Source: an optimization exercise on an open RTL-to-GDS flow (aim: small area, a short achievable clock period and few clock cycles per item). Production flows keep margins and buffers that such runs may drop.
Function was not checked in any run shown here: the RTL went through the layout flow alone.
Power figures rest on the tool's default switching activity, not on a simulated workload.

## flow/design.v (module list and top-level ports; edited modules follow where they fit)
// module fp_mul_pipe: 2481 lines
// module fp_fa: 4 lines
// module fp_ha: 4 lines
module fp_mul_pipe
#(
  parameter int EXP_W = 8,
  parameter int MAN_W = 23,
  localparam int W = 1 + EXP_W + MAN_W
) (
  input  logic         clk,
  input  logic         reset,
  input  logic         in_valid,
  output logic         in_ready,
  input  logic         rnd_mode,
  input  logic [W-1:0] a,
  input  logic [W-1:0] b,
  output logic         out_valid,
  input  logic         out_ready,
  output logic [W-1:0] c,
  output logic         ovf,
  output logic         unf,
  output logic         inv
);
  // ...
==> flow/run.sh <==
#!/bin/bash
# synth_recipe.tcl (not shown) runs the flow's synth.tcl, then flattens the netlist and writes it again
# the make line also repeats each setting of config.mk as NAME=value (left out here)
make -C /OpenROAD-flow-scripts/flow DESIGN_CONFIG=/design/flow/config.mk WORK_HOME=/design/flow/orfs CLKGATE_MAP_FILE= SYNTH_SCRIPT=/design/flow/synth_recipe.tcl finish
==> flow/config.mk <==
export PLATFORM = sky130hd
export DESIGN_NAME = fp_mul_pipe
export DESIGN_NICKNAME = fp_mul_pipe
export VERILOG_FILES = /design/flow/design.v
export SDC_FILE = /design/flow/constraint.sdc
export NUM_CORES = 4
export LEC_CHECK = 0
export ABC_AREA = 1
export CAP_MARGIN = 20
export CORE_MARGIN = 2
export CORE_UTILIZATION = 40
export SETUP_SLACK_MARGIN = 4
export SLEW_MARGIN = 20
export SYNTH_HIERARCHICAL = 1
export SYNTH_MINIMUM_KEEP_SIZE = 0
==> flow/constraint.sdc <==
create_clock -name core_clock -period 8.5 [get_ports {clk}]
set_input_delay 1.7000 -clock core_clock [delete_from_list [all_inputs] [get_ports {clk}]]
set_output_delay 1.7000 -clock core_clock [all_outputs]
set_load 0.01 [all_outputs]
==> qor.yml, run 1 <==
status: "complete, no violations"
synth_adder_area_share_pct: 32.5
synth.most_common_cell: "xor2_1"
final-nonclk-buf-share_pct: 11.5
initial_core_util_pct: 40.3
critPathArrivalTime_ps: 4860
gp_congestion: 0.866
fin_tns_setup_ps: 0
crit_type: "in2reg"
grt_usage_pct: 27.8
regMostFlops: "p2"
p_per_area_nw_per_um2: 355
whs_ps: 424
area_growth_pct: 32.5
worst-path-buf-inv: 4
drive_gt1_share_pct: 29.2
cts_tree: "done"
hold_end: "zero2"
nFillCells: 4318
register_area_um2: 5870
clock_latency_ps: 460
final_cells: 2932
skew_ps: 17.0
vias_per_cell: 5.97
rsz0062_at_grt: "yes"
worst_slack_ps: 3840
top_power_group: "combinational cells"
inverters_excl_clock: 195
placed_cell_area_um2: 22700
critical_path.max_stage_delay_ps: 600
drtIter0Drc: 2272
==> inputs of run 2 (changes only) <==
--- a/flow/design.v
+++ b/flow/design.v
@@ -1002,144 +1002,183 @@
   logic r1_2_0;
   logic r1_2_1;
   logic r1_2_2;
   logic r1_3_0;
   logic r1_3_1;
   logic r1_4_0;
   logic r1_4_1;
   logic r1_4_2;
+  logic r1_4_3;
   logic r1_5_0;
   logic r1_5_1;
   logic r1_5_2;
   logic r1_6_0;
   logic r1_6_1;
   logic r1_6_2;
+  logic r1_6_3;
   logic r1_7_0;
   logic r1_7_1;
   logic r1_7_2;
+  logic r1_7_3;
   logic r1_8_0;
   logic r1_8_1;
   logic r1_8_2;
+  logic r1_8_3;
   logic r1_9_0;
   logic r1_9_1;
   logic r1_9_2;
+  logic r1_9_3;
   logic r1_10_0;
   logic r1_10_1;
   logic r1_10_2;
+  logic r1_10_3;
   logic r1_11_0;
   logic r1_11_1;
   logic r1_11_2;
+  logic r1_11_3;
   logic r1_12_0;
   logic r1_12_1;
   logic r1_12_2;
+  logic r1_12_3;
   logic r1_13_0;
   logic r1_13_1;
   logic r1_13_2;
+  logic r1_13_3;
   logic r1_14_0;
   logic r1_14_1;
   logic r1_14_2;
+  logic r1_14_3;
   logic r1_15_0;
   logic r1_15_1;
   logic r1_15_2;
+  logic r1_15_3;
   logic r1_16_0;
   logic r1_16_1;
   logic r1_16_2;
+  logic r1_16_3;
   logic r1_17_0;
   logic r1_17_1;
   logic r1_17_2;
+  logic r1_17_3;
   logic r1_18_0;
   logic r1_18_1;
   logic r1_18_2;
+  logic r1_18_3;
   logic r1_19_0;
   logic r1_19_1;
   logic r1_19_2;
+  logic r1_19_3;
   logic r1_20_0;
   logic r1_20_1;
   logic r1_20_2;
+  logic r1_20_3;
   logic r1_21_0;
   logic r1_21_1;
   logic r1_21_2;
+  logic r1_21_3;
   logic r1_22_0;
   logic r1_22_1;
   logic r1_22_2;
+  logic r1_22_3;
   logic r1_23_0;
   logic r1_23_1;
   logic r1_23_2;
+  logic r1_23_3;
   logic r1_24_0;
   logic r1_24_1;
   logic r1_24_2;
+  logic r1_24_3;
   logic r1_25_0;
   logic r1_25_1;
   logic r1_25_2;
+  logic r1_25_3;
   logic r1_26_0;
   logic r1_26_1;
   logic r1_26_2;
+  logic r1_26_3;
   logic r1_27_0;
   logic r1_27_1;
   logic r1_27_2;
+  logic r1_27_3;
   logic r1_28_0;
   logic r1_28_1;
   logic r1_28_2;
+  logic r1_28_3;
   logic r1_29_0;
   logic r1_29_1;
   logic r1_29_2;
+  logic r1_29_3;
   logic r1_30_0;
   logic r1_30_1;
   logic r1_30_2;
+  logic r1_30_3;
   logic r1_31_0;
   logic r1_31_1;
   logic r1_31_2;
+  logic r1_31_3;
   logic r1_32_0;
   logic r1_32_1;
   logic r1_32_2;
+  logic r1_32_3;
   logic r1_33_0;
   logic r1_33_1;
   logic r1_33_2;
+  logic r1_33_3;
   logic r1_34_0;
   logic r1_34_1;
   logic r1_34_2;
+  logic r1_34_3;
   logic r1_35_0;
   logic r1_35_1;
   logic r1_35_2;
+  logic r1_35_3;
   logic r1_36_0;
   logic r1_36_1;
   logic r1_36_2;
+  logic r1_36_3;
   logic r1_37_0;
   logic r1_37_1;
   logic r1_37_2;
+  logic r1_37_3;
   logic r1_38_0;
   logic r1_38_1;
   logic r1_38_2;
+  logic r1_38_3;
   logic r1_39_0;
   logic r1_39_1;
   logic r1_39_2;
+  logic r1_39_3;
   logic r1_40_0;
   logic r1_40_1;
   logic r1_40_2;
+  logic r1_40_3;
   logic r1_41_0;
   logic r1_41_1;
   logic r1_41_2;
+  logic r1_41_3;
   logic r1_42_0;
   logic r1_42_1;
   logic r1_42_2;
+  logic r1_42_3;
   logic r1_43_0;
   logic r1_43_1;
   logic r1_43_2;
+  logic r1_43_3;
   logic r1_44_0;
   logic r1_44_1;
   logic r1_44_2;
+  logic r1_44_3;
   logic r1_45_0;
   logic r1_45_1;
   logic r1_45_2;
+  logic r1_45_3;
   logic r1_46_0;
-  logic r1_46_1;
   logic r1_46_2;
-  logic r1_47_0;
-  logic r1_47_2;
+  logic r1_47_1;
   assign bo0 = b[0] ^ 1'b0;
   assign bt0 = (b[1] & ~b[0] & ~1'b0) | (~b[1] & b[0] & 1'b0);
   assign bn0 = b[1];
   assign pp1 = ((bo0 & a[0])) ^ bn0;
   assign pp2 = ((bo0 & a[1]) | (bt0 & a[0])) ^ bn0;
   assign pp3 = ((bo0 & a[2]) | (bt0 & a[1])) ^ bn0;
   assign pp4 = ((bo0 & a[3]) | (bt0 & a[2])) ^ bn0;
   assign pp5 = ((bo0 & a[4]) | (bt0 & a[3])) ^ bn0;
@@ -1685,105 +1724,105 @@
   fp_fa u_fs711 (.a(hs577), .b(pp233), .c(pp257), .s(fs711), .co(fc712));
   fp_fa u_fs713 (.a(pp281), .b(pp305), .c(fc576), .s(fs713), .co(fc714));
   fp_fa u_fs715 (.a(a[17]), .b(hc578), .c(ns234), .s(fs715), .co(fc716));
   fp_fa u_fs717 (.a(pp258), .b(pp282), .c(pp306), .s(fs717), .co(fc718));
   fp_fa u_fs719 (.a(a[18]), .b(1'b1), .c(pp259), .s(fs719), .co(fc720));
   fp_ha u_hs721 (.a(pp283), .b(pp307), .s(hs721), .co(hc722));
   fp_fa u_fs723 (.a(a[19]), .b(ns260), .c(pp284), .s(fs723), .co(fc724));
   fp_ha u_hs725 (.a(a[20]), .b(1'b1), .s(hs725), .co(hc726));
-  fp_ha u_hs727 (.a(bn2), .b(pp5), .s(hs727), .co(hc728));
-  fp_ha u_hs729 (.a(pp6), .b(pp30), .s(hs729), .co(hc730));
-  fp_fa u_fs731 (.a(pp31), .b(pp55), .c(pp79), .s(fs731), .co(fc732));
-  fp_fa u_fs733 (.a(pp56), .b(pp80), .c(hc580), .s(fs733), .co(fc734));
-  fp_fa u_fs735 (.a(pp105), .b(hc582), .c(hs585), .s(fs735), .co(fc736));
-  fp_fa u_fs737 (.a(hc586), .b(hs589), .c(fc584), .s(fs737), .co(fc738));
-  fp_fa u_fs739 (.a(hc590), .b(fc588), .c(fs591), .s(fs739), .co(fc740));
-  fp_fa u_fs741 (.a(fc592), .b(fs595), .c(fc594), .s(fs741), .co(fc742));
-  fp_fa u_fs743 (.a(fc596), .b(fs599), .c(fc598), .s(fs743), .co(fc744));
-  fp_fa u_fs745 (.a(fc600), .b(fs603), .c(fc602), .s(fs745), .co(fc746));
-  fp_fa u_fs747 (.a(fc604), .b(fs607), .c(fc606), .s(fs747), .co(fc748));
-  fp_fa u_fs749 (.a(fc608), .b(fc610), .c(fs611), .s(fs749), .co(fc750));
-  fp_fa u_fs751 (.a(fc612), .b(fc614), .c(fs615), .s(fs751), .co(fc752));
-  fp_fa u_fs753 (.a(fc616), .b(fs619), .c(fc618), .s(fs753), .co(fc754));
-  fp_fa u_fs755 (.a(fc620), .b(fs623), .c(fc622), .s(fs755), .co(fc756));
-  fp_fa u_fs757 (.a(fc624), .b(fs627), .c(fc626), .s(fs757), .co(fc758));
-  fp_fa u_fs759 (.a(fc628), .b(fs631), .c(fc630), .s(fs759), .co(fc760));
-  fp_fa u_fs761 (.a(fc632), .b(fs635), .c(fc634), .s(fs761), .co(fc762));
-  fp_fa u_fs763 (.a(fc636), .b(fs639), .c(fc638), .s(fs763), .co(fc764));
-  fp_fa u_fs765 (.a(fc640), .b(fs643), .c(fc642), .s(fs765), .co(fc766));
-  fp_fa u_fs767 (.a(fc644), .b(fc646), .c(fs647), .s(fs767), .co(fc768));
-  fp_fa u_fs769 (.a(fc648), .b(fc650), .c(fs651), .s(fs769), .co(fc770));
-  fp_fa u_fs771 (.a(fc652), .b(fc654), .c(fs655), .s(fs771), .co(fc772));
-  fp_fa u_fs773 (.a(fc656), .b(fc658), .c(fs659), .s(fs773), .co(fc774));
-  fp_fa u_fs775 (.a(fc660), .b(fs663), .c(fc662), .s(fs775), .co(fc776));
-  fp_fa u_fs777 (.a(fc664), .b(fs667), .c(fc666), .s(fs777), .co(fc778));
-  fp_fa u_fs779 (.a(fc668), .b(fs671), .c(fc670), .s(fs779), .co(fc780));
-  fp_fa u_fs781 (.a(fc672), .b(fs675), .c(fc674), .s(fs781), .co(fc782));
-  fp_fa u_fs783 (.a(fc676), .b(fs679), .c(fc678), .s(fs783), .co(fc784));
-  fp_fa u_fs785 (.a(fs683), .b(fc680), .c(fc682), .s(fs785), .co(fc786));
-  fp_fa u_fs787 (.a(fc684), .b(fs687), .c(fc686), .s(fs787), .co(fc788));
-  fp_fa u_fs789 (.a(fc688), .b(fs691), .c(fc690), .s(fs789), .co(fc790));
-  fp_fa u_fs791 (.a(fc692), .b(fs695), .c(fs697), .s(fs791), .co(fc792));
-  fp_fa u_fs793 (.a(fc696), .b(fc698), .c(fs699), .s(fs793), .co(fc794));
-  fp_fa u_fs795 (.a(fs703), .b(fc700), .c(fc702), .s(fs795), .co(fc796));
-  fp_fa u_fs797 (.a(fs707), .b(fc704), .c(fc706), .s(fs797), .co(fc798));
-  fp_fa u_fs799 (.a(fc708), .b(fs711), .c(fc710), .s(fs799), .co(fc800));
-  fp_fa u_fs801 (.a(fs715), .b(fc712), .c(fs717), .s(fs801), .co(fc802));
-  fp_fa u_fs803 (.a(fc716), .b(hs721), .c(fc718), .s(fs803), .co(fc804));
-  fp_fa u_fs805 (.a(pp308), .b(hc722), .c(fc720), .s(fs805), .co(fc806));
-  fp_fa u_fs807 (.a(hs725), .b(pp285), .c(pp309), .s(fs807), .co(fc808));
-  fp_fa u_fs809 (.a(a[21]), .b(hc726), .c(ns286), .s(fs809), .co(fc810));
-  fp_ha u_hs811 (.a(a[22]), .b(1'b1), .s(hs811), .co(hc812));
+  fp_ha u_hs727 (.a(r1_4_0), .b(r1_4_1), .s(hs727), .co(hc728));
+  fp_ha u_hs729 (.a(r1_5_0), .b(r1_5_1), .s(hs729), .co(hc730));
+  fp_fa u_fs731 (.a(r1_6_0), .b(r1_6_1), .c(r1_6_2), .s(fs731), .co(fc732));
+  fp_fa u_fs733 (.a(r1_7_0), .b(r1_7_1), .c(r1_7_2), .s(fs733), .co(fc734));
+  fp_fa u_fs735 (.a(r1_8_0), .b(r1_8_1), .c(r1_8_2), .s(fs735), .co(fc736));
+  fp_fa u_fs737 (.a(r1_9_0), .b(r1_9_1), .c(r1_9_2), .s(fs737), .co(fc738));
+  fp_fa u_fs739 (.a(r1_10_0), .b(r1_10_1), .c(r1_10_2), .s(fs739), .co(fc740));
+  fp_fa u_fs741 (.a(r1_11_0), .b(r1_11_1), .c(r1_11_2), .s(fs741), .co(fc742));
+  fp_fa u_fs743 (.a(r1_12_0), .b(r1_12_1), .c(r1_12_2), .s(fs743), .co(fc744));
+  fp_fa u_fs745 (.a(r1_13_0), .b(r1_13_1), .c(r1_13_2), .s(fs745), .co(fc746));
+  fp_fa u_fs747 (.a(r1_14_0), .b(r1_14_1), .c(r1_14_2), .s(fs747), .co(fc748));
+  fp_fa u_fs749 (.a(r1_15_0), .b(r1_15_1), .c(r1_15_2), .s(fs749), .co(fc750));
+  fp_fa u_fs751 (.a(r1_16_0), .b(r1_16_1), .c(r1_16_2), .s(fs751), .co(fc752));
+  fp_fa u_fs753 (.a(r1_17_0), .b(r1_17_1), .c(r1_17_2), .s(fs753), .co(fc754));
+  fp_fa u_fs755 (.a(r1_18_0), .b(r1_18_1), .c(r1_18_2), .s(fs755), .co(fc756));
+  fp_fa u_fs757 (.a(r1_19_0), .b(r1_19_1), .c(r1_19_2), .s(fs757), .co(fc758));
+  fp_fa u_fs759 (.a(r1_20_0), .b(r1_20_1), .c(r1_20_2), .s(fs759), .co(fc760));
+  fp_fa u_fs761 (.a(r1_21_0), .b(r1_21_1), .c(r1_21_2), .s(fs761), .co(fc762));
+  fp_fa u_fs763 (.a(r1_22_0), .b(r1_22_1), .c(r1_22_2), .s(fs763), .co(fc764));
+  fp_fa u_fs765 (.a(r1_23_0), .b(r1_23_1), .c(r1_23_2), .s(fs765), .co(fc766));
+  fp_fa u_fs767 (.a(r1_24_0), .b(r1_24_1), .c(r1_24_2), .s(fs767), .co(fc768));
+  fp_fa u_fs769 (.a(r1_25_0), .b(r1_25_1), .c(r1_25_2), .s(fs769), .co(fc770));
+  fp_fa u_fs771 (.a(r1_26_0), .b(r1_26_1), .c(r1_26_2), .s(fs771), .co(fc772));
+  fp_fa u_fs773 (.a(r1_27_0), .b(r1_27_1), .c(r1_27_2), .s(fs773), .co(fc774));
+  fp_fa u_fs775 (.a(r1_28_0), .b(r1_28_1), .c(r1_28_2), .s(fs775), .co(fc776));
+  fp_fa u_fs777 (.a(r1_29_0), .b(r1_29_1), .c(r1_29_2), .s(fs777), .co(fc778));
+  fp_fa u_fs779 (.a(r1_30_0), .b(r1_30_1), .c(r1_30_2), .s(fs779), .co(fc780));
+  fp_fa u_fs781 (.a(r1_31_0), .b(r1_31_1), .c(r1_31_2), .s(fs781), .co(fc782));
+  fp_fa u_fs783 (.a(r1_32_0), .b(r1_32_1), .c(r1_32_2), .s(fs783), .co(fc784));
+  fp_fa u_fs785 (.a(r1_33_0), .b(r1_33_1), .c(r1_33_2), .s(fs785), .co(fc786));
+  fp_fa u_fs787 (.a(r1_34_0), .b(r1_34_1), .c(r1_34_2), .s(fs787), .co(fc788));
+  fp_fa u_fs789 (.a(r1_35_0), .b(r1_35_1), .c(r1_35_2), .s(fs789), .co(fc790));
+  fp_fa u_fs791 (.a(r1_36_0), .b(r1_36_1), .c(r1_36_2), .s(fs791), .co(fc792));
+  fp_fa u_fs793 (.a(r1_37_0), .b(r1_37_1), .c(r1_37_2), .s(fs793), .co(fc794));
+  fp_fa u_fs795 (.a(r1_38_0), .b(r1_38_1), .c(r1_38_2), .s(fs795), .co(fc796));
+  fp_fa u_fs797 (.a(r1_39_0), .b(r1_39_1), .c(r1_39_2), .s(fs797), .co(fc798));
+  fp_fa u_fs799 (.a(r1_40_0), .b(r1_40_1), .c(r1_40_2), .s(fs799), .co(fc800));
+  fp_fa u_fs801 (.a(r1_41_0), .b(r1_41_1), .c(r1_41_2), .s(fs801), .co(fc802));
+  fp_fa u_fs803 (.a(r1_42_0), .b(r1_42_1), .c(r1_42_2), .s(fs803), .co(fc804));
+  fp_fa u_fs805 (.a(r1_43_0), .b(r1_43_1), .c(r1_43_2), .s(fs805), .co(fc806));
+  fp_fa u_fs807 (.a(r1_44_0), .b(r1_44_1), .c(r1_44_2), .s(fs807), .co(fc808));
+  fp_fa u_fs809 (.a(r1_45_0), .b(r1_45_1), .c(r1_45_2), .s(fs809), .co(fc810));
+  fp_ha u_hs811 (.a(r1_46_0), .b(1'b1), .s(hs811), .co(hc812));
   fp_ha u_hs813 (.a(r1_2_0), .b(r1_2_1), .s(hs813), .co(hc814));
   fp_ha u_hs815 (.a(r1_3_0), .b(r1_3_1), .s(hs815), .co(hc816));
-  fp_fa u_fs817 (.a(r1_4_0), .b(r1_4_1), .c(r1_4_2), .s(fs817), .co(fc818));
-  fp_fa u_fs819 (.a(r1_5_0), .b(r1_5_1), .c(r1_5_2), .s(fs819), .co(fc820));
-  fp_fa u_fs821 (.a(r1_6_0), .b(r1_6_1), .c(r1_6_2), .s(fs821), .co(fc822));
-  fp_fa u_fs823 (.a(r1_7_0), .b(r1_7_1), .c(r1_7_2), .s(fs823), .co(fc824));
-  fp_fa u_fs825 (.a(r1_8_0), .b(r1_8_1), .c(r1_8_2), .s(fs825), .co(fc826));
-  fp_fa u_fs827 (.a(r1_9_0), .b(r1_9_1), .c(r1_9_2), .s(fs827), .co(fc828));
-  fp_fa u_fs829 (.a(r1_10_0), .b(r1_10_1), .c(r1_10_2), .s(fs829), .co(fc830));
-  fp_fa u_fs831 (.a(r1_11_0), .b(r1_11_1), .c(r1_11_2), .s(fs831), .co(fc832));
-  fp_fa u_fs833 (.a(r1_12_0), .b(r1_12_1), .c(r1_12_2), .s(fs833), .co(fc834));
-  fp_fa u_fs835 (.a(r1_13_0), .b(r1_13_1), .c(r1_13_2), .s(fs835), .co(fc836));
-  fp_fa u_fs837 (.a(r1_14_0), .b(r1_14_1), .c(r1_14_2), .s(fs837), .co(fc838));
-  fp_fa u_fs839 (.a(r1_15_0), .b(r1_15_1), .c(r1_15_2), .s(fs839), .co(fc840));
-  fp_fa u_fs841 (.a(r1_16_0), .b(r1_16_1), .c(r1_16_2), .s(fs841), .co(fc842));
-  fp_fa u_fs843 (.a(r1_17_0), .b(r1_17_1), .c(r1_17_2), .s(fs843), .co(fc844));
-  fp_fa u_fs845 (.a(r1_18_0), .b(r1_18_1), .c(r1_18_2), .s(fs845), .co(fc846));
-  fp_fa u_fs847 (.a(r1_19_0), .b(r1_19_1), .c(r1_19_2), .s(fs847), .co(fc848));
-  fp_fa u_fs849 (.a(r1_20_0), .b(r1_20_1), .c(r1_20_2), .s(fs849), .co(fc850));
-  fp_fa u_fs851 (.a(r1_21_0), .b(r1_21_1), .c(r1_21_2), .s(fs851), .co(fc852));
-  fp_fa u_fs853 (.a(r1_22_0), .b(r1_22_1), .c(r1_22_2), .s(fs853), .co(fc854));
-  fp_fa u_fs855 (.a(r1_23_0), .b(r1_23_1), .c(r1_23_2), .s(fs855), .co(fc856));
-  fp_fa u_fs857 (.a(r1_24_0), .b(r1_24_1), .c(r1_24_2), .s(fs857), .co(fc858));
-  fp_fa u_fs859 (.a(r1_25_0), .b(r1_25_1), .c(r1_25_2), .s(fs859), .co(fc860));
-  fp_fa u_fs861 (.a(r1_26_0), .b(r1_26_1), .c(r1_26_2), .s(fs861), .co(fc862));
-  fp_fa u_fs863 (.a(r1_27_0), .b(r1_27_1), .c(r1_27_2), .s(fs863), .co(fc864));
-  fp_fa u_fs865 (.a(r1_28_0), .b(r1_28_1), .c(r1_28_2), .s(fs865), .co(fc866));
-  fp_fa u_fs867 (.a(r1_29_0), .b(r1_29_1), .c(r1_29_2), .s(fs867), .co(fc868));
-  fp_fa u_fs869 (.a(r1_30_0), .b(r1_30_1), .c(r1_30_2), .s(fs869), .co(fc870));
-  fp_fa u_fs871 (.a(r1_31_0), .b(r1_31_1), .c(r1_31_2), .s(fs871), .co(fc872));
-  fp_fa u_fs873 (.a(r1_32_0), .b(r1_32_1), .c(r1_32_2), .s(fs873), .co(fc874));
-  fp_fa u_fs875 (.a(r1_33_0), .b(r1_33_1), .c(r1_33_2), .s(fs875), .co(fc876));
-  fp_fa u_fs877 (.a(r1_34_0), .b(r1_34_1), .c(r1_34_2), .s(fs877), .co(fc878));
-  fp_fa u_fs879 (.a(r1_35_0), .b(r1_35_1), .c(r1_35_2), .s(fs879), .co(fc880));
-  fp_fa u_fs881 (.a(r1_36_0), .b(r1_36_1), .c(r1_36_2), .s(fs881), .co(fc882));
-  fp_fa u_fs883 (.a(r1_37_0), .b(r1_37_1), .c(r1_37_2), .s(fs883), .co(fc884));
-  fp_fa u_fs885 (.a(r1_38_0), .b(r1_38_1), .c(r1_38_2), .s(fs885), .co(fc886));
-  fp_fa u_fs887 (.a(r1_39_0), .b(r1_39_1), .c(r1_39_2), .s(fs887), .co(fc888));
-  fp_fa u_fs889 (.a(r1_40_0), .b(r1_40_1), .c(r1_40_2), .s(fs889), .co(fc890));
-  fp_fa u_fs891 (.a(r1_41_0), .b(r1_41_1), .c(r1_41_2), .s(fs891), .co(fc892));
-  fp_fa u_fs893 (.a(r1_42_0), .b(r1_42_1), .c(r1_42_2), .s(fs893), .co(fc894));
-  fp_fa u_fs895 (.a(r1_43_0), .b(r1_43_1), .c(r1_43_2), .s(fs895), .co(fc896));
-  fp_fa u_fs897 (.a(r1_44_0), .b(r1_44_1), .c(r1_44_2), .s(fs897), .co(fc898));
-  fp_fa u_fs899 (.a(r1_45_0), .b(r1_45_1), .c(r1_45_2), .s(fs899), .co(fc900));
-  fp_fa u_fs901 (.a(r1_46_0), .b(r1_46_1), .c(r1_46_2), .s(fs901), .co(fc902));
-  fp_fa u_fs903 (.a(r1_47_0), .b(1'b1), .c(r1_47_2), .s(fs903), .co(fc904));
+  fp_fa u_fs817 (.a(r1_4_2), .b(r1_4_3), .c(hs727), .s(fs817), .co(fc818));
+  fp_fa u_fs819 (.a(r1_5_2), .b(hc728), .c(hs729), .s(fs819), .co(fc820));
+  fp_fa u_fs821 (.a(r1_6_3), .b(hc730), .c(fs731), .s(fs821), .co(fc822));
+  fp_fa u_fs823 (.a(r1_7_3), .b(fc732), .c(fs733), .s(fs823), .co(fc824));
+  fp_fa u_fs825 (.a(r1_8_3), .b(fc734), .c(fs735), .s(fs825), .co(fc826));
+  fp_fa u_fs827 (.a(r1_9_3), .b(fc736), .c(fs737), .s(fs827), .co(fc828));
+  fp_fa u_fs829 (.a(r1_10_3), .b(fc738), .c(fs739), .s(fs829), .co(fc830));
+  fp_fa u_fs831 (.a(r1_11_3), .b(fc740), .c(fs741), .s(fs831), .co(fc832));
+  fp_fa u_fs833 (.a(r1_12_3), .b(fc742), .c(fs743), .s(fs833), .co(fc834));
+  fp_fa u_fs835 (.a(r1_13_3), .b(fc744), .c(fs745), .s(fs835), .co(fc836));
+  fp_fa u_fs837 (.a(r1_14_3), .b(fc746), .c(fs747), .s(fs837), .co(fc838));
+  fp_fa u_fs839 (.a(r1_15_3), .b(fc748), .c(fs749), .s(fs839), .co(fc840));
+  fp_fa u_fs841 (.a(r1_16_3), .b(fc750), .c(fs751), .s(fs841), .co(fc842));
+  fp_fa u_fs843 (.a(r1_17_3), .b(fc752), .c(fs753), .s(fs843), .co(fc844));
+  fp_fa u_fs845 (.a(r1_18_3), .b(fc754), .c(fs755), .s(fs845), .co(fc846));
+  fp_fa u_fs847 (.a(r1_19_3), .b(fc756), .c(fs757), .s(fs847), .co(fc848));
+  fp_fa u_fs849 (.a(r1_20_3), .b(fc758), .c(fs759), .s(fs849), .co(fc850));
+  fp_fa u_fs851 (.a(r1_21_3), .b(fc760), .c(fs761), .s(fs851), .co(fc852));
+  fp_fa u_fs853 (.a(r1_22_3), .b(fc762), .c(fs763), .s(fs853), .co(fc854));
+  fp_fa u_fs855 (.a(r1_23_3), .b(fc764), .c(fs765), .s(fs855), .co(fc856));
+  fp_fa u_fs857 (.a(r1_24_3), .b(fc766), .c(fs767), .s(fs857), .co(fc858));
+  fp_fa u_fs859 (.a(r1_25_3), .b(fc768), .c(fs769), .s(fs859), .co(fc860));
+  fp_fa u_fs861 (.a(r1_26_3), .b(fc770), .c(fs771), .s(fs861), .co(fc862));
+  fp_fa u_fs863 (.a(r1_27_3), .b(fc772), .c(fs773), .s(fs863), .co(fc864));
+  fp_fa u_fs865 (.a(r1_28_3), .b(fc774), .c(fs775), .s(fs865), .co(fc866));
+  fp_fa u_fs867 (.a(r1_29_3), .b(fc776), .c(fs777), .s(fs867), .co(fc868));
+  fp_fa u_fs869 (.a(r1_30_3), .b(fc778), .c(fs779), .s(fs869), .co(fc870));
+  fp_fa u_fs871 (.a(r1_31_3), .b(fc780), .c(fs781), .s(fs871), .co(fc872));
+  fp_fa u_fs873 (.a(r1_32_3), .b(fc782), .c(fs783), .s(fs873), .co(fc874));
+  fp_fa u_fs875 (.a(r1_33_3), .b(fc784), .c(fs785), .s(fs875), .co(fc876));
+  fp_fa u_fs877 (.a(r1_34_3), .b(fc786), .c(fs787), .s(fs877), .co(fc878));
+  fp_fa u_fs879 (.a(r1_35_3), .b(fc788), .c(fs789), .s(fs879), .co(fc880));
+  fp_fa u_fs881 (.a(r1_36_3), .b(fc790), .c(fs791), .s(fs881), .co(fc882));
+  fp_fa u_fs883 (.a(r1_37_3), .b(fc792), .c(fs793), .s(fs883), .co(fc884));
+  fp_fa u_fs885 (.a(r1_38_3), .b(fc794), .c(fs795), .s(fs885), .co(fc886));
+  fp_fa u_fs887 (.a(r1_39_3), .b(fc796), .c(fs797), .s(fs887), .co(fc888));
+  fp_fa u_fs889 (.a(r1_40_3), .b(fc798), .c(fs799), .s(fs889), .co(fc890));
+  fp_fa u_fs891 (.a(r1_41_3), .b(fc800), .c(fs801), .s(fs891), .co(fc892));
+  fp_fa u_fs893 (.a(r1_42_3), .b(fc802), .c(fs803), .s(fs893), .co(fc894));
+  fp_fa u_fs895 (.a(r1_43_3), .b(fc804), .c(fs805), .s(fs895), .co(fc896));
+  fp_fa u_fs897 (.a(r1_44_3), .b(fc806), .c(fs807), .s(fs897), .co(fc898));
+  fp_fa u_fs899 (.a(r1_45_3), .b(fc808), .c(fs809), .s(fs899), .co(fc900));
+  fp_fa u_fs901 (.a(r1_46_2), .b(hs811), .c(fc810), .s(fs901), .co(fc902));
+  fp_fa u_fs903 (.a(1'b1), .b(r1_47_1), .c(hc812), .s(fs903), .co(fc904));
   logic [9:0] eb_s;
   assign eb_s = {2'b00, a[30:23]} + {2'b00, b[30:23]} - 10'd127;
   logic s1, m1, inv1, zero1;
   logic [9:0] e1;
   always_ff @(posedge clk) begin
     if (en) begin
       s1    <= a[31] ^ b[31];
       m1    <= rnd_mode;
@@ -1793,147 +1832,186 @@
       r1_0_0 <= bn0;
       r1_0_1 <= pp1;
       r1_1_0 <= pp2;
       r1_2_0 <= bn1;
       r1_2_1 <= pp3;
       r1_2_2 <= pp27;
       r1_3_0 <= pp4;
       r1_3_1 <= pp28;
-      r1_4_0 <= hs727;
-      r1_4_1 <= pp29;
-      r1_4_2 <= pp53;
-      r1_5_0 <= hc728;
-      r1_5_1 <= hs729;
+      r1_4_0 <= bn2;
+      r1_4_1 <= pp5;
+      r1_4_2 <= pp29;
+      r1_4_3 <= pp53;
+      r1_5_0 <= pp6;
+      r1_5_1 <= pp30;
       r1_5_2 <= pp54;
-      r1_6_0 <= hc730;
-      r1_6_1 <= fs731;
-      r1_6_2 <= hs579;
-      r1_7_0 <= fc732;
-      r1_7_1 <= fs733;
-      r1_7_2 <= hs581;
-      r1_8_0 <= fc734;
-      r1_8_1 <= fs735;
-      r1_8_2 <= fs583;
-      r1_9_0 <= fc736;
-      r1_9_1 <= fs737;
+      r1_6_0 <= hs579;
+      r1_6_1 <= pp31;
+      r1_6_2 <= pp55;
+      r1_6_3 <= pp79;
+      r1_7_0 <= hc580;
+      r1_7_1 <= hs581;
+      r1_7_2 <= pp56;
+      r1_7_3 <= pp80;
+      r1_8_0 <= hc582;
+      r1_8_1 <= fs583;
+      r1_8_2 <= hs585;
+      r1_8_3 <= pp105;
+      r1_9_0 <= fc584;
+      r1_9_1 <= hc586;
       r1_9_2 <= fs587;
-      r1_10_0 <= fc738;
-      r1_10_1 <= fs739;
-      r1_10_2 <= fs593;
-      r1_11_0 <= fc740;
-      r1_11_1 <= fs741;
-      r1_11_2 <= fs597;
-      r1_12_0 <= fc742;
-      r1_12_1 <= fs743;
-      r1_12_2 <= fs601;
-      r1_13_0 <= fc744;
-      r1_13_1 <= fs745;
-      r1_13_2 <= fs605;
-      r1_14_0 <= fc746;
-      r1_14_1 <= fs747;
-      r1_14_2 <= fs609;
-      r1_15_0 <= fc748;
-      r1_15_1 <= fs749;
-      r1_15_2 <= fs613;
-      r1_16_0 <= fc750;
-      r1_16_1 <= fs751;
-      r1_16_2 <= fs617;
-      r1_17_0 <= fc752;
-      r1_17_1 <= fs753;
-      r1_17_2 <= fs621;
-      r1_18_0 <= fc754;
-      r1_18_1 <= fs755;
-      r1_18_2 <= fs625;
-      r1_19_0 <= fc756;
-      r1_19_1 <= fs757;
-      r1_19_2 <= fs629;
-      r1_20_0 <= fc758;
-      r1_20_1 <= fs759;
-      r1_20_2 <= fs633;
-      r1_21_0 <= fc760;
-      r1_21_1 <= fs761;
-      r1_21_2 <= fs637;
-      r1_22_0 <= fc762;
-      r1_22_1 <= fs763;
-      r1_22_2 <= fs641;
-      r1_23_0 <= fc764;
-      r1_23_1 <= fs765;
-      r1_23_2 <= fs645;
-      r1_24_0 <= fc766;
-      r1_24_1 <= fs767;
-      r1_24_2 <= fs649;
-      r1_25_0 <= fc768;
-      r1_25_1 <= fs769;
-      r1_25_2 <= fs653;
-      r1_26_0 <= fc770;
-      r1_26_1 <= fs771;
-      r1_26_2 <= fs657;
-      r1_27_0 <= fc772;
-      r1_27_1 <= fs773;
-      r1_27_2 <= fs661;
-      r1_28_0 <= fc774;
-      r1_28_1 <= fs775;
-      r1_28_2 <= fs665;
-      r1_29_0 <= fc776;
-      r1_29_1 <= fs777;
-      r1_29_2 <= fs669;
-      r1_30_0 <= fc778;
-      r1_30_1 <= fs779;
-      r1_30_2 <= fs673;
-      r1_31_0 <= fc780;
-      r1_31_1 <= fs781;
-      r1_31_2 <= fs677;
-      r1_32_0 <= fc782;
-      r1_32_1 <= fs783;
-      r1_32_2 <= fs681;
-      r1_33_0 <= fc784;
-      r1_33_1 <= fs785;
-      r1_33_2 <= fs685;
-      r1_34_0 <= fc786;
-      r1_34_1 <= fs787;
-      r1_34_2 <= fs689;
-      r1_35_0 <= fc788;
-      r1_35_1 <= fs789;
-      r1_35_2 <= fs693;
-      r1_36_0 <= fc790;
-      r1_36_1 <= fs791;
-      r1_36_2 <= fc694;
-      r1_37_0 <= fc792;
-      r1_37_1 <= fs793;
-      r1_37_2 <= fs701;
-      r1_38_0 <= fc794;
-      r1_38_1 <= fs795;
-      r1_38_2 <= fs705;
-      r1_39_0 <= fc796;
-      r1_39_1 <= fs797;
-      r1_39_2 <= fs709;
-      r1_40_0 <= fc798;
-      r1_40_1 <= fs799;
-      r1_40_2 <= fs713;
-      r1_41_0 <= fc800;
-      r1_41_1 <= fs801;
-      r1_41_2 <= fc714;
-      r1_42_0 <= fc802;
-      r1_42_1 <= fs803;
+      r1_9_3 <= hs589;
+      r1_10_0 <= fc588;
+      r1_10_1 <= hc590;
+      r1_10_2 <= fs591;
+      r1_10_3 <= fs593;
+      r1_11_0 <= fc592;
+      r1_11_1 <= fc594;
+      r1_11_2 <= fs595;
+      r1_11_3 <= fs597;
+      r1_12_0 <= fc596;
+      r1_12_1 <= fc598;
+      r1_12_2 <= fs599;
+      r1_12_3 <= fs601;
+      r1_13_0 <= fc600;
+      r1_13_1 <= fc602;
+      r1_13_2 <= fs603;
+      r1_13_3 <= fs605;
+      r1_14_0 <= fc604;
+      r1_14_1 <= fc606;
+      r1_14_2 <= fs607;
+      r1_14_3 <= fs609;
+      r1_15_0 <= fc608;
+      r1_15_1 <= fc610;
+      r1_15_2 <= fs611;
+      r1_15_3 <= fs613;
+      r1_16_0 <= fc612;
+      r1_16_1 <= fc614;
+      r1_16_2 <= fs615;
+      r1_16_3 <= fs617;
+      r1_17_0 <= fc616;
+      r1_17_1 <= fc618;
+      r1_17_2 <= fs619;
+      r1_17_3 <= fs621;
+      r1_18_0 <= fc620;
+      r1_18_1 <= fc622;
+      r1_18_2 <= fs623;
+      r1_18_3 <= fs625;
+      r1_19_0 <= fc624;
+      r1_19_1 <= fc626;
+      r1_19_2 <= fs627;
+      r1_19_3 <= fs629;
+      r1_20_0 <= fc628;
+      r1_20_1 <= fc630;
+      r1_20_2 <= fs631;
+      r1_20_3 <= fs633;
+      r1_21_0 <= fc632;
+      r1_21_1 <= fc634;
+      r1_21_2 <= fs635;
+      r1_21_3 <= fs637;
+      r1_22_0 <= fc636;
+      r1_22_1 <= fc638;
+      r1_22_2 <= fs639;
+      r1_22_3 <= fs641;
+      r1_23_0 <= fc640;
+      r1_23_1 <= fc642;
+      r1_23_2 <= fs643;
+      r1_23_3 <= fs645;
+      r1_24_0 <= fc644;
+      r1_24_1 <= fc646;
+      r1_24_2 <= fs647;
+      r1_24_3 <= fs649;
+      r1_25_0 <= fc648;
+      r1_25_1 <= fc650;
+      r1_25_2 <= fs651;
+      r1_25_3 <= fs653;
+      r1_26_0 <= fc652;
+      r1_26_1 <= fc654;
+      r1_26_2 <= fs655;
+      r1_26_3 <= fs657;
+      r1_27_0 <= fc656;
+      r1_27_1 <= fc658;
+      r1_27_2 <= fs659;
+      r1_27_3 <= fs661;
+      r1_28_0 <= fc660;
+      r1_28_1 <= fc662;
+      r1_28_2 <= fs663;
+      r1_28_3 <= fs665;
+      r1_29_0 <= fc664;
+      r1_29_1 <= fc666;
+      r1_29_2 <= fs667;
+      r1_29_3 <= fs669;
+      r1_30_0 <= fc668;
+      r1_30_1 <= fc670;
+      r1_30_2 <= fs671;
+      r1_30_3 <= fs673;
+      r1_31_0 <= fc672;
+      r1_31_1 <= fc674;
+      r1_31_2 <= fs675;
+      r1_31_3 <= fs677;
+      r1_32_0 <= fc676;
+      r1_32_1 <= fc678;
+      r1_32_2 <= fs679;
+      r1_32_3 <= fs681;
+      r1_33_0 <= fc680;
+      r1_33_1 <= fc682;
+      r1_33_2 <= fs683;
+      r1_33_3 <= fs685;
+      r1_34_0 <= fc684;
+      r1_34_1 <= fc686;
+      r1_34_2 <= fs687;
+      r1_34_3 <= fs689;
+      r1_35_0 <= fc688;
+      r1_35_1 <= fc690;
+      r1_35_2 <= fs691;
+      r1_35_3 <= fs693;
+      r1_36_0 <= fc692;
+      r1_36_1 <= fc694;
+      r1_36_2 <= fs695;
+      r1_36_3 <= fs697;
+      r1_37_0 <= fc696;
+      r1_37_1 <= fc698;
+      r1_37_2 <= fs699;
+      r1_37_3 <= fs701;
+      r1_38_0 <= fc700;
+      r1_38_1 <= fc702;
+      r1_38_2 <= fs703;
+      r1_38_3 <= fs705;
+      r1_39_0 <= fc704;
+      r1_39_1 <= fc706;
+      r1_39_2 <= fs707;
+      r1_39_3 <= fs709;
+      r1_40_0 <= fc708;
+      r1_40_1 <= fc710;
+      r1_40_2 <= fs711;
+      r1_40_3 <= fs713;
+      r1_41_0 <= fc712;
+      r1_41_1 <= fc714;
+      r1_41_2 <= fs715;
+      r1_41_3 <= fs717;
+      r1_42_0 <= fc716;
+      r1_42_1 <= fc718;
       r1_42_2 <= fs719;
-      r1_43_0 <= fc804;
-      r1_43_1 <= fs805;
+      r1_42_3 <= hs721;
+      r1_43_0 <= fc720;
+      r1_43_1 <= hc722;
       r1_43_2 <= fs723;
-      r1_44_0 <= fc806;
-      r1_44_1 <= fs807;
-      r1_44_2 <= fc724;
-      r1_45_0 <= fc808;
-      r1_45_1 <= fs809;
-      r1_45_2 <= pp310;
-      r1_46_0 <= fc810;
-      r1_46_1 <= hs811;
+      r1_43_3 <= pp308;
+      r1_44_0 <= fc724;
+      r1_44_1 <= hs725;
+      r1_44_2 <= pp285;
+      r1_44_3 <= pp309;
+      r1_45_0 <= hc726;
+      r1_45_1 <= a[21];
+      r1_45_2 <= ns286;
+      r1_45_3 <= pp310;
+      r1_46_0 <= a[22];
       r1_46_2 <= pp311;
-      r1_47_0 <= hc812;
-      r1_47_2 <= ns312;
+      r1_47_1 <= ns312;
     end
   end
   logic [47:0] px, py, prod;
   assign px = {fc902, fc900, fc898, fc896, fc894, fc892, fc890, fc888, fc886, fc884, fc882, fc880, fc878, fc876, fc874, fc872, fc870, fc868, fc866, fc864, fc862, fc860, fc858, fc856, fc854, fc852, fc850, fc848, fc846, fc844, fc842, fc840, fc838, fc836, fc834, fc832, fc830, fc828, fc826, fc824, fc822, fc820, fc818, hc816, hc814, hs813, r1_1_0, r1_0_0};
   assign py = {fs903, fs901, fs899, fs897, fs895, fs893, fs891, fs889, fs887, fs885, fs883, fs881, fs879, fs877, fs875, fs873, fs871, fs869, fs867, fs865, fs863, fs861, fs859, fs857, fs855, fs853, fs851, fs849, fs847, fs845, fs843, fs841, fs839, fs837, fs835, fs833, fs831, fs829, fs827, fs825, fs823, fs821, fs819, fs817, hs815, r1_2_2, 1'b0, r1_0_1};
   logic cg905;
   logic cp906;
   logic cg907;
==> run 2 against run 1 <==
Still clean on timing, DRC and antenna. Sequential power increased by 17%. Die area rose by 5.8%. Final area fell by 5.6%.
==> qor.yml, run 2 <==
status: "complete, no violations"
whs_ps: 424  # -0.0450 ps
fin_tns_setup_ps: 0  # unchanged
dpl_worst_slack_ps: 2760
reg2reg_from: "r1_14_0"
reg_top3: "p2 x25, e1 x10, e02 x8"
max-cap-violations: 0
clk_pin_slew_ps: 60
p_total_w: 0.0118
placed_cell_area_um2: 23400  # +3.4%
slowest_stage: "edfxtp_1"
num_antenna_cells: 0
p_per_area_nw_per_um2: 458  # +29%
vias: 16392
wire_per_inst_um: 22.7
synth.most_common_cell: "xor2_1"
ys_warn_count: 7
ir_drop_mv: 0.399
critical_path.max_stage_delay_ps: 490  # -110 ps
antenna_left: 0
crit_top_cell: "nand2_4"
numCtsBuffers: 28
synth_top_area_share_pct: 32.1
synth.distinct_cells: 47
io_pins: 106
mostFrequentLayoutCell: "xor2_1"
clock_latency_ps: 560  # +100 ps
finish.instance_area_um2: 25700
synth_top_area_cell: "edfxtp_1"
port-buffer-count: 105
rows: 85
max_freq_mhz: 211
final_hold_viol_count: 0
hp-class: "reg2reg"
syn-cell-area_um2: 21800
postRouteWirelength_um: 65900
drtIter0Drc: 1630  # -28%
fin_nets: 2636
grt_pass1_vias: 16745
worst_slack_ps: 3770  # -75.4 ps
htreeDepth: 1
synth_ff_type: "edfxtp_1"
hp-start: "inv1"
cp_cell_sequence: "buf_12, inv_12, nand2_4, nand2_4, ha_4, ha_4, nand3_4, nor2_4, nand3_4, nand2_4, nand2_2, nand3_2, nand2_4, buf_12, clkinv_8, buf_8, o21ai_2, buf_2"
drive_gt1_share_pct: 15.2  # -14 points
power.leakage_nw: 10.7
rsz0062_at_grt: "yes"
whs_path_depth: 0
ys_ff_latch: 235
critPathArrivalTime_ps: 3030  # -1830 ps
die_area_um2: 56300
regMostFlops: "p2"
crit_path_end_kind: "output port"
synthArstFlopShare_pct: 0
vias_per_cell: 5.63  # -5.7%
die_w_um: 237
drc: 0
hpwl_um: 43300
worst_pin_slew_ps: 751
grt_overflow_total: 0
hold_end: "inv2"
die_h_um: 237
grt_usage_pct: 23.0  # -4.9 points
synth_edf_count: 233
maxSlewHeadroom_pct: 49.9
cts_tree: "done"
firstDrtPassIters: 6
gp_congestion: 0.829  # -4.3%
syn_area_per_cell_um2: 10.6
r2r_setup_slack_ps: 4600
start_kind: "register"
grt_max_degree: 75
core_um2: 53800
grt_pass1_wl_um: 99200
r2r_cells: 20
area_growth_pct: 18.2
post-route-min-period_ps: 4730
crit_required_ps: 6800
cts.sinks: 235
antenna_found_initial: 2
crit_fanout: 6
syn_inst: 2055
setup_viol: 0
crit_type: "reg2out"
synth.area.top_cells: "edfxtp_1 32%, fa_1 24%, xor2_1 12%"
synth_common_cells: "294 x xor2_1, 270 x nand2_1, 266 x o22ai_1, 265 x fa_1, 233 x edfxtp_1"
initial_core_util_pct: 40.5  # +0.21 points
slew_viol_final: 0
largest_register_ffs: 25
r2r-end: "p2[24]"
crit_start: "p2[24]"
seq_area_frac_synth_pct: 32.3
final_cell_mix: "294 x xor2_1, 266 x o22ai_1, 265 x fa_1"
post-route-period-util_pct: 55.7
clock_path_buffers: 3
nFillCells: 4812  # +11%
root_buffer: "clkbuf_16"
skew_ps: 13.3  # -3.72 ps
==> run 2: where the power goes <==
part           leakage (nW)  switching, W  internal, W  total (W)
registers              2.47      0.000255      0.00219    0.00244
logic                  7.77       0.00471      0.00342    0.00813
clock network         0.436      0.000496     0.000710    0.00121
total                  10.7       0.00546      0.00632     0.0118
==> run 2: layer usage <==
metal | track usage [%] | share of wire [%] | wire length (µm) | up-vias
met1 | 30.3 | 40 | 26200 | 8092
met3 | 4.33 | 8.5 | 5580 | 189
met2 | 38.0 | 48 | 31600 | 862
met4 | 7.87 | 3.8 | 2480 | 2
met5 | 0 | 0.020 | 13 | -
li1 | - | - | - | 7247
==> run 2: how the worst max path moves through the flow <==
| stage | end | cells past startpoint |
|---|---|---|
| final | c[11] | 18 |
| after global routing | c[11] | 18 |
| after CTS | c[12] | 18 |
| after detailed placement | r1_22_3 | 8 |
| after global placement | r1_22_3 | 8 |
| after floorplan | in_ready | 2 |
==> run 2: stage by stage <==
step                instances  utilization, %
finish                   2909            47.8
global route             2909            47.8
CTS                      2886            46.9
detailed placement       2769            43.5
global placement         2769            43.5
floorplan                2066               -
==> run 2: Yosys stat by module, one instance, submodules excluded <==
module       times used  cells inside  cell area [µm²]  flip-flops and latches
fp_fa               264             1             20.0                       0
fp_mul_pipe           1          1712            15500                     235
fp_ha                79             1             12.5                       0
==> run 2: layout make-up <==
class                      instances  area [µm²]  area share, %
inverter                         174         722           2.80
clock buffer                      33         741           2.88
tap                              696         871           3.38
sequential                       235        7040           27.3
timing repair inverter            13        98.8          0.384
clock inverter                    19         171          0.666
timing repair buffer             219        2040           7.91
multi-input combinational       1520       14100           54.6
==> run 2: logic make-up after synthesis <==
| family | count (synthesis) | synth area share [%] |
|---|---|---|
| buffers and inverters | 311 | 5.58 |
| XOR/XNOR | 311 | 12.5 |
| AND/OR/NAND/NOR | 467 | 8.97 |
| AO/OA/AOI/OAI | 353 | 9.86 |
| adder cells (fa/ha/maj) | 376 | 30.7 |
| flip-flops | 235 | 32.3 |
| other | 2 | 0.0345 |
==> run 2: what timing repair did <==
| item | in CTS | in global routing |
|---|---|---|
| setup buffers | 53 | 17 |
| cloned | 12 | 6 |
| hold buffers | 0 | 0 |
| pin swaps | 20 | 24 |
| endpoints found under the setup margin | 181 | 120 |
| hold endpoints to repair | 0 | 0 |
| gates resized for setup | 261 | 93 |
==> run 2: worst max-delay path: cells and delay by family, from the launching register on <==
family	cells	cell delay, ps
adder cells (fa/ha/maj)	2	300
flip-flops	1	490
buffers and inverters	6	710
AND/OR/NAND/NOR	9	900
AO/OA/AOI/OAI	1	50
==> inputs of run 3 (changes only) <==
==> flow/flow/run.sh (new file) <==
#!/bin/bash
# Layout flow: the standard ORFS flow (standard.sh, unchanged synthesis),
# with port buffers of a plain buffer cell instead of the default choice, and
# timing repair allowed to change cell footprints.
set -euo pipefail
bash standard.sh \
  MATCH_CELL_FOOTPRINT=0 \
  BUFFER_PORTS_ARGS="-buffer_cell sky130_fd_sc_hd__buf_4" \
  finish > standard.log 2>&1
==> flow/standard.sh (new file) <==
#!/bin/bash
# synth_recipe.tcl (not shown) runs the flow's synth.tcl, then flattens the netlist and writes it again
# the make line also repeats each setting of config.mk as NAME=value (left out here)
make -C /OpenROAD-flow-scripts/flow DESIGN_CONFIG=/design/flow/config.mk WORK_HOME=/design/flow/orfs CLKGATE_MAP_FILE= SYNTH_SCRIPT=/design/flow/synth_recipe.tcl "${@:-finish}"
removed: flow/run.sh
==> run 3 against run 2 <==
Critical path type unchanged. Critical endpoint is now c[31]. Synthesized cell count did not move. Clock power about the same. Sequential cell count is the same. Sequential power about the same.
==> qor.yml, run 3 <==
status: "complete, no violations"
synth_top_area_share_pct: 32.1  # unchanged
power.leakage_nw: 10.4  # -2.5%
grt_usage_pct: 23.1  # +0.099 points
ys_warn_count: 7  # unchanged
seq_area_frac_synth_pct: 32.3  # unchanged
io_pins: 106  # unchanged
clk_pin_slew_ps: 60  # about the same
grt_max_degree: 73  # -2.7%
p_per_area_nw_per_um2: 465  # +1.5%
start_kind: "register"
fin_tns_setup_ps: 0  # unchanged
final_hold_viol_count: 0  # unchanged
regMostFlops: "p2"
die_w_um: 237  # unchanged
synth_edf_count: 233  # unchanged
initial_core_util_pct: 40.5  # unchanged
drive_gt1_share_pct: 13.6  # -1.6 points
cp_cell_sequence: "buf_12, clkinv_16, nand2_4, nand2_4, ha_4, ha_4, nand3_4, nor2_4, nand3_4, nand2_4, nand2_4, nand3_4, nand2_8, or2_1, buf_6"
wire_per_inst_um: 22.9  # +1.2%
maxSlewHeadroom_pct: 21.9  # -28 points
area_growth_pct: 14.0
dpl_worst_slack_ps: 3050  # +293 ps
final_cell_mix: "294 x xor2_1, 266 x o22ai_1, 265 x fa_1"
slew_viol_final: 0  # unchanged
syn-cell-area_um2: 21800  # unchanged
firstDrtPassIters: 5  # -1
postRouteWirelength_um: 65000  # -1.4%
fin_nets: 2562  # -2.8%
register_area_um2: 7040  # unchanged
largest_register_ffs: 25  # unchanged
synthArstFlopShare_pct: 0  # unchanged
synth_top_area_cell: "edfxtp_1"
mostFrequentLayoutCell: "xor2_1"
setup_viol: 0  # unchanged
syn_inst: 2055  # unchanged
die_h_um: 237  # unchanged
r2r_setup_slack_ps: 4420  # -180 ps
post-route-min-period_ps: 4600  # -129 ps
critPathArrivalTime_ps: 2900  # -130 ps
slowest_stage: "edfxtp_1"
hp-class: "reg2reg"
cts.sinks: 235  # unchanged
synth.area.top_cells: "edfxtp_1 32%, fa_1 24%, xor2_1 12%"
multi_input_comb_area_um2: 13900  # -0.99%
worst_slack_ps: 3900  # +129 ps
core_um2: 53800  # unchanged
syn_area_per_cell_um2: 10.6  # unchanged
nFillCells: 4901  # +1.8%
whs_ps: 425  # +0.468 ps
clock_path_buffers: 3  # unchanged
port-buffer-count: 105  # unchanged
hpwl_um: 43900  # +1.5%
crit_required_ps: 6800  # about the same
htreeDepth: 1  # unchanged
ir_drop_mv: 0.293  # -27%
numCtsBuffers: 28  # unchanged
drtIter0Drc: 1413  # -13%
worst_pin_slew_ps: 1170  # +420 ps
synth.distinct_cells: 47  # unchanged
antenna_left: 0  # unchanged
max-cap-violations: 0  # unchanged
clock_latency_ps: 560  # about the same
antenna_found_initial: 0  # -2
cts_tree: "done"
rows: 85  # unchanged
crit_top_cell: "nand2_4"
max_freq_mhz: 217  # +2.8%
rsz0062_at_grt: "yes"
grt_pass1_wl_um: 99400  # +0.20%
synth.most_common_cell: "xor2_1"
num_antenna_cells: 0  # unchanged
grt_pass1_vias: 16909  # +0.98%
root_buffer: "clkbuf_16"
vias: 15980  # -2.5%
grt_overflow_total: 0  # unchanged
ys_ff_latch: 235  # unchanged
vias_per_cell: 5.64  # about the same
crit_fanout: 8  # +2
crit_type: "reg2out"
skew_ps: 9.25  # -4.04 ps
drc: 0  # unchanged
critical_path.max_stage_delay_ps: 440  # -50 ps
reg_top3: "p2 x25, e1 x10, e02 x8"
gp_congestion: 0.856  # +3.3%
synth_ff_type: "edfxtp_1"
ctsHoldBuffers: 0  # unchanged
die_area_um2: 56300  # unchanged
synth_common_cells: "294 x xor2_1, 270 x nand2_1, 266 x o22ai_1, 265 x fa_1, 233 x edfxtp_1"
post-route-period-util_pct: 54.2  # -1.5 points
crit_path_end_kind: "output port"
[run 3: cell counts after synthesis]
Identical to the previous run, type by type.
[run 3: layout make-up]
| class | count | area share, % |
|---|---|---|
| clock inverter | 19 | 0.781 |
| clock buffer | 32 | 2.97 |
| inverter | 174 | 2.85 |
| tap | 696 | 3.51 |
| timing repair buffer | 153 | 5.19 |
| sequential | 235 | 28.4 |
| timing repair inverter | 5 | 0.262 |
| multi-input combinational | 1520 | 56.1 |
[run 3: metal layers]
metal	global-route usage (%)	wire length [µm]
met5	0	0
met4	9.61	2660
met3	4.68	5770
met2	38.5	31100
met1	29.3	25400
[run 3: cell families (layout without fill, tap and decap cells)]
logic type,count (synthesis),count (layout),share of synthesized area (%)
other cells,2,13,0.0345
fa+ha+maj,376,376,30.7
compound gates,353,353,9.86
xor+xnor,311,311,12.5
buf+inv,311,383,5.58
simple gates,467,467,8.97
flops,235,235,32.3
[run 3: path summary, 6_finish.rpt]
check        cells after the start  endpoint     from
max                             15     c[31]   p2[24]
min                              0      inv2     inv1
max reg2reg                     20    p2[24]  r1_14_0
min reg2reg                      0      inv2     inv1
[run 3: modules after synthesis (local to each module, per instance)]
module / cells / area, µm² / copies in the design / flip-flops and latches
fp_mul_pipe: 1712 / 15500 / 1 / 235
fp_fa: 1 / 20.0 / 264 / 0
fp_ha: 1 / 12.5 / 79 / 0
[run 3: critical path, delay by kind of cell (launching register included)]
kind	cells	cell delay [ps]
adder cells (fa/ha/maj)	2	290
AND/OR/NAND/NOR	10	1230
flip-flops	1	440
buffers and inverters	3	360
[run 3: timing repair]
action | in CTS | in global routing
setup buffers | 21 | 2
gates cloned | 6 | 1
endpoints found under the setup margin | 85 | 66
resized for setup | 114 | 30
pin swaps | 28 | 14
[run 3: power by group]
part | internal [W] | total, W | switching [W] | leakage [nW]
registers | 0.00219 | 0.00244 | 0.000255 | 2.47
clock network | 0.000739 | 0.00124 | 0.000498 | 0.467
logic | 0.00323 | 0.00785 | 0.00463 | 7.47
[run 3: through the flow]
| stage | cells | util, % | total power, W | instance area [µm²] |
|---|---|---|---|---|
| after floorplan | 2066 | - | 0.00744 | 21800 |
| after global placement | 2753 | 42.9 | 0.00970 | 23100 |
| after detailed placement | 2753 | 42.9 | 0.00986 | 23100 |
| after CTS | 2831 | 45.9 | 0.0115 | 24700 |
| after global routing | 2834 | 46.1 | 0.0126 | 24800 |
| final | 2834 | 46.1 | 0.0115 | 24800 |

[separate check: timing with driven ports]
In the flow no input, the clock included, has a driving cell. The finished layouts below were timed again as built, in two steps.
Step 1: set_driving_cell puts a clkbuf_16 on clk and a buf_2 on each other input, an assumption about the parent block.
Step 2 moves the port delays by t, midway between the first and last clock arrival at a register: inputs arrive t later, outputs are due t later. That takes back most of the time a late clock gives input paths.
Three values: no drivers, after step 1, after step 2; two values: the first two.
run	t, ns	setup slack, ns	worst slew at a driven data input, ns	cell pins on the clock port's net
run 1	0.510	3.843 / 3.856 / 3.346	0.09	1
run 2	0.617	3.767 / 3.704 / 3.379	0.08	1
run 3	0.614	3.897 / 3.842 / 3.453	0.07	1
After both steps every run listed still meets setup and hold. The setup slack of run 1, which loses most, moves by +0.013 ns with the drivers and by -0.497 ns with both steps.
